Source: an optimization exercise on an open RTL-to-GDS flow (aim: small area, a short achievable clock period and few clock cycles). Production flows keep margins and buffers that such runs may drop.
Only simulation tests tie the RTL to the original design; equivalence was not proved.
Power is estimated from default activity; no workload was simulated.

==> flow/design.v <==
package rc4_pkg;
  localparam int KEY_DEPTH_DEF = 256;
  localparam int LEN_W         = 9;
  localparam logic [LEN_W-1:0] KEY_LEN_RESET = LEN_W'(16);
  localparam logic [1:0] CMD_LOAD     = 2'd0;
  localparam logic [1:0] CMD_SCHEDULE = 2'd1;
  localparam logic [1:0] CMD_ENCRYPT  = 2'd2;
  localparam logic [1:0] KIND_CIPHER    = 2'd0;
  localparam logic [1:0] KIND_DONE      = 2'd1;
  localparam logic [1:0] KIND_NOT_KEYED = 2'd2;
endpackage
module rc4_stream_cipher #(
  parameter int KEY_DEPTH = rc4_pkg::KEY_DEPTH_DEF
) (
  input  logic               clk,
  input  logic               rst,
  input  logic               cfg_valid,
  output logic               cfg_ready,
  input  logic [8:0]         cfg_data,
  input  logic               in_valid,
  output logic               in_ready,
  input  logic [17:0]        in_data,
  output logic               out_valid,
  input  logic               out_ready,
  output logic [17:0]        out_data
);
  localparam int QN = 6;
  logic [17:0] f0, f1;
  logic [1:0]  fcnt;
  logic        acc, cons;
  assign acc = in_valid && in_ready;
  always_ff @(posedge clk) begin
    if (rst) begin
      fcnt     <= 2'd0;
      in_ready <= 1'b1;
    end else begin
      fcnt     <= fcnt - 2'(cons) + 2'(acc);
      in_ready <= (fcnt - 2'(cons) + 2'(acc)) != 2'd2;
    end
  end
  always_ff @(posedge clk) begin
    if (acc && (fcnt - 2'(cons)) == 2'd0) begin
      f0 <= in_data;
    end else if (cons) begin
      f0 <= f1;
    end
    if (acc && (fcnt - 2'(cons)) == 2'd1) begin
      f1 <= in_data;
    end
  end
  logic [2047:0] s;         
  logic [2047:0] key;       
  logic [8:0]    key_len;
  logic          keyed;
  logic [1:0]    ph;        
  logic [7:0]    o;         
  logic [7:0]    ip;        
  logic [7:0]    jr;        
  logic [7:0]    sreg;      
  logic [7:0]    bsum;      
  logic [7:0]    kq;        
  logic [7:0]    kpos;      
  logic          pw;        
  logic          init_q;    
  logic [7:0]    psi;       
  logic [7:0]    wv;        
  logic [7:0]    mj;        
  logic [7:0]    mi;        
  logic       xv, is_load, is_sched, is_enc, aligned, credit, ycipher;
  logic       do_init, do_ksa, do_rot, do_prga, do_nokey, fire, emit;
  logic [2:0] tot;          
  logic       take;
  logic [8:0] eff_len;
  assign xv       = (fcnt != 2'd0);
  assign is_load  = (f0[17:16] == rc4_pkg::CMD_LOAD);
  assign is_sched = (f0[17:16] == rc4_pkg::CMD_SCHEDULE);
  assign is_enc   = (f0[17:16] == rc4_pkg::CMD_ENCRYPT);
  assign aligned  = (o == ip);
  assign credit   = (tot != 3'(QN));
  logic y1v, y2v, y3v, y4v;
  assign ycipher  = y1v || y2v || y3v;
  assign do_init  = xv && is_sched && (ph == 2'd0) && !ycipher;
  assign do_ksa   = xv && is_sched && (ph == 2'd1) && aligned;
  assign do_rot   = xv && is_sched && (ph == 2'd2) && credit;
  assign do_prga  = xv && is_enc && keyed && aligned && credit;
  assign do_nokey = xv && is_enc && !keyed && credit;
  assign fire     = do_ksa || do_prga;
  assign emit     = do_rot || do_prga || do_nokey;
  assign cons     = xv && (is_sched ? do_rot : (is_enc ? (do_prga || do_nokey) : 1'b1));
  assign cfg_ready = 1'b1;
  always_comb begin
    if (key_len < 9'd3)        eff_len = 9'd3;
    else if (key_len > 9'd256) eff_len = 9'd256;
    else                       eff_len = key_len;
  end
  logic [7:0] a, jn, sjr, sj, d0w, d0, knext;
  logic       fwd;
  assign a     = jr + bsum;                  
  assign jn    = a + o;                      
  assign fwd   = fire && (a == 8'd1);        
  assign sjr   = s[{jr, 3'b000} +: 8];       
  assign sj    = sjr ^ mj;
  assign d0w   = (init_q || (pw && jr == 8'd1)) ? wv : ~s[15:8];    
  assign d0    = d0w ^ (o + 8'd1);
  assign knext = (do_ksa && ip != 8'hFF) ? kq : 8'd0;
  always_ff @(posedge clk) begin
    if (do_init) begin
      o    <= 8'd0;
      ip   <= 8'd0;
      jr   <= 8'd0;
      sreg <= 8'd0;
      bsum <= key[7:0];
    end else begin
      o    <= o + 8'd1;
      sreg <= fwd ? sreg : d0;
      bsum <= ({8{fwd}} & (sreg + knext)) | ({8{~fwd}} & (d0 + knext));
      if (fire) begin
        ip <= ip + 8'd1;
        jr <= a - 8'd1;
      end else if (do_rot) begin
        ip <= 8'd1;
        jr <= ~o;
      end else begin
        jr <= jr - 8'd1;
      end
    end
    psi <= sreg;
    wv  <= do_init ? 8'd0 : sreg ^ jn;
    mj  <= jn ^ {8{~a[0]}};
    mi  <= jn ^ {8{~a[0]}} ^ o;
  end
  genvar g;
  generate
    for (g = 0; g < 256; g++) begin : g_s
      if (g == 254) begin : g_i
        always_ff @(posedge clk) begin
          if (init_q)   s[8*g +: 8] <= wv;
          else if (pw)  s[8*g +: 8] <= sjr ^ mi;
          else          s[8*g +: 8] <= ~s[8*(g+1) +: 8];
        end
      end else begin : g_o
        always_ff @(posedge clk) begin
          if (init_q || (pw && jr == 8'((g + 1) % 256))) s[8*g +: 8] <= wv ^ {8{g[0]}};
          else                                         s[8*g +: 8] <= ~s[8*((g+1)%256) +: 8];
        end
      end
    end
  endgenerate
  logic key_we;
  assign key_we = xv && is_load;
  generate
    for (g = 0; g < 256; g++) begin : g_k
      always_ff @(posedge clk) begin
        if (key_we && f0[15:8] == 8'(g)) begin
          key[8*g +: 8] <= f0[7:0];
        end
      end
    end
  endgenerate
  always_ff @(posedge clk) begin
    if (do_init || do_ksa) begin
      kq <= key[{kpos, 3'b000} +: 8];
    end
  end
  always_ff @(posedge clk) begin
    if (rst) begin
      ph      <= 2'd0;
      keyed   <= 1'b0;
      kpos    <= 8'd1;
      key_len <= rc4_pkg::KEY_LEN_RESET;
      pw      <= 1'b0;
      init_q  <= 1'b0;
    end else begin
      pw     <= fire;
      init_q <= do_init;
      if (cfg_valid) begin
        key_len <= cfg_data;
      end
      if (do_init) begin
        ph <= 2'd1;
      end else if (do_ksa && ip == 8'hFF) begin
        ph <= 2'd2;
      end else if (do_rot) begin
        ph <= 2'd0;
      end
      if (do_rot) begin
        keyed <= 1'b1;
      end
      if (do_init || (do_ksa && ip != 8'hFF)) begin
        kpos <= ({1'b0, kpos} + 9'd1 >= eff_len) ? 8'd0 : kpos + 8'd1;
      end else if (do_ksa) begin
        kpos <= 8'd1;
      end
    end
  end
  logic [1:0] y1k, y2k, y3k, y4k;
  logic [7:0] y1d, y2d, y3d, y4d;
  logic [7:0] y1p, y2p2, y2p3, y2si, y2sj, y3t, y3m, y4ks;
  logic       y3fi, y3fj;
  logic [7:0] t2, t3, ks;
  logic [17:0] res;
  always_ff @(posedge clk) begin
    if (rst) begin
      y1v <= 1'b0;
      y2v <= 1'b0;
      y3v <= 1'b0;
      y4v <= 1'b0;
    end else begin
      y1v <= emit;
      y2v <= y1v;
      y3v <= y2v;
      y4v <= y3v;
    end
  end
  assign t2 = y2p2 + y2sj;
  assign t3 = y2p3 + y2sj;
  assign ks = y3fi ? y2si : (y3fj ? y2sj : (s[{y3t, 3'b000} +: 8] ^ y3m));
  assign res = (y4k == rc4_pkg::KIND_CIPHER) ? {rc4_pkg::KIND_CIPHER, y4ks, y4d ^ y4ks}
                                             : {y4k, 8'd0, y4d};
  always_ff @(posedge clk) begin
    y1k  <= is_enc ? (keyed ? rc4_pkg::KIND_CIPHER : rc4_pkg::KIND_NOT_KEYED)
                   : rc4_pkg::KIND_DONE;
    y1d  <= is_enc ? f0[7:0] : 8'd0;
    y1p  <= sreg - o - 8'd2;                
    y2k  <= y1k;
    y2d  <= y1d;
    y2si <= psi;
    y2sj <= sj;
    y2p2 <= y1p;
    y2p3 <= y1p - 8'd1;
    y3k  <= y2k;
    y3d  <= y2d;
    y3t  <= t3;
    y3m  <= (y2si + y2sj) ^ {8{t3[0]}};
    y3fi <= pw && (t3 == 8'd254);
    y3fj <= pw && (t2 == jr);
    y4k  <= y3k;
    y4d  <= y3d;
    y4ks <= ks;
  end
  logic [17:0] q [QN];
  logic [2:0]  qcnt, qpos;
  assign take     = out_valid && out_ready;
  assign qpos     = qcnt - 3'(take);
  assign out_data = q[0];
  always_ff @(posedge clk) begin
    if (rst) begin
      qcnt      <= 3'd0;
      tot       <= 3'd0;
      out_valid <= 1'b0;
    end else begin
      qcnt      <= qpos + 3'(y4v);
      tot       <= tot - 3'(take) + 3'(emit);
      out_valid <= (qpos + 3'(y4v)) != 3'd0;
    end
  end
  generate
    for (g = 0; g < QN; g++) begin : g_q
      always_ff @(posedge clk) begin
        if (y4v && qpos == 3'(g)) begin
          q[g] <= res;
        end else if (take) begin
          q[g] <= (g + 1 < QN) ? q[(g + 1) % QN] : q[g];
        end
      end
    end
  endgenerate
endmodule
Settings: LEC_CHECK=0, CAP_MARGIN=20, CORE_MARGIN=2, CORE_UTILIZATION=40, SETUP_SLACK_MARGIN=5, SLEW_MARGIN=60; clock period 10.0 ns.
run.sh (not shown) runs the stock make flow with config.mk's settings and CLKGATE_MAP_FILE= SYNTH_SCRIPT=/design/flow/synth_recipe.tcl, a recipe that flattens the netlist after the stock synthesis.
The first run passed the timing, DRC and antenna checks.
Testbench counts at the start, summed over its fixed seeds: cycles 10,874.
Then changed:
- SETUP_SLACK_MARGIN: 5 -> unset
- SLEW_MARGIN: 60 -> 20
Non-clock buffer count came out lower by 162.
Setup slack gets worse by 0.95 ns.
Global-route usage came out lower by 0.26 points.
Power came out lower by 2.9%.
Maximum frequency came out lower by 16%.
Wire length came out lower by 0.83%.
Flip-flop and latch count does not change.
Cell area came out lower by 2.9%.
Die area is unchanged.
Synthesized area does not change.
Sequential share of layout area came out higher by 1.5 points.

-- re-timing with driven ports --
In the flow no input, the clock included, has a driving cell. The finished layouts below were timed again as built, in two steps.
Step 1 (the two cells are an assumption about what drives the block):
set clk [get_ports {clk}]
set_driving_cell -lib_cell sky130_fd_sc_hd__clkbuf_16 $clk
set_driving_cell -lib_cell sky130_fd_sc_hd__buf_2 [delete_from_list [all_inputs] $clk]
Step 2 times the ports against the registers' clock, not the clock port: input delays grow and output delays shrink by t, the midpoint of the rising clock arrivals with the driver on.
Slacks: no drivers / after step 1 / after step 2; pairs: no drivers / after step 1.
| run | shift t [ns] | slack for setup (ns) | worst setup path after step 2 | worst slew at a driven data input, ns |
|---|---|---|---|---|
| the first run | 1.128 | 5.191 / 5.191 / 4.853 | input to register | 0.05 |
| the second run | 1.136 | 4.242 / 4.242 / 4.242 | register to register | 0.05 |
After both steps every run listed still meets setup and hold. For the first run, which loses most, drivers alone change the setup slack by 0.000 ns; drivers and shift together by -0.338 ns.
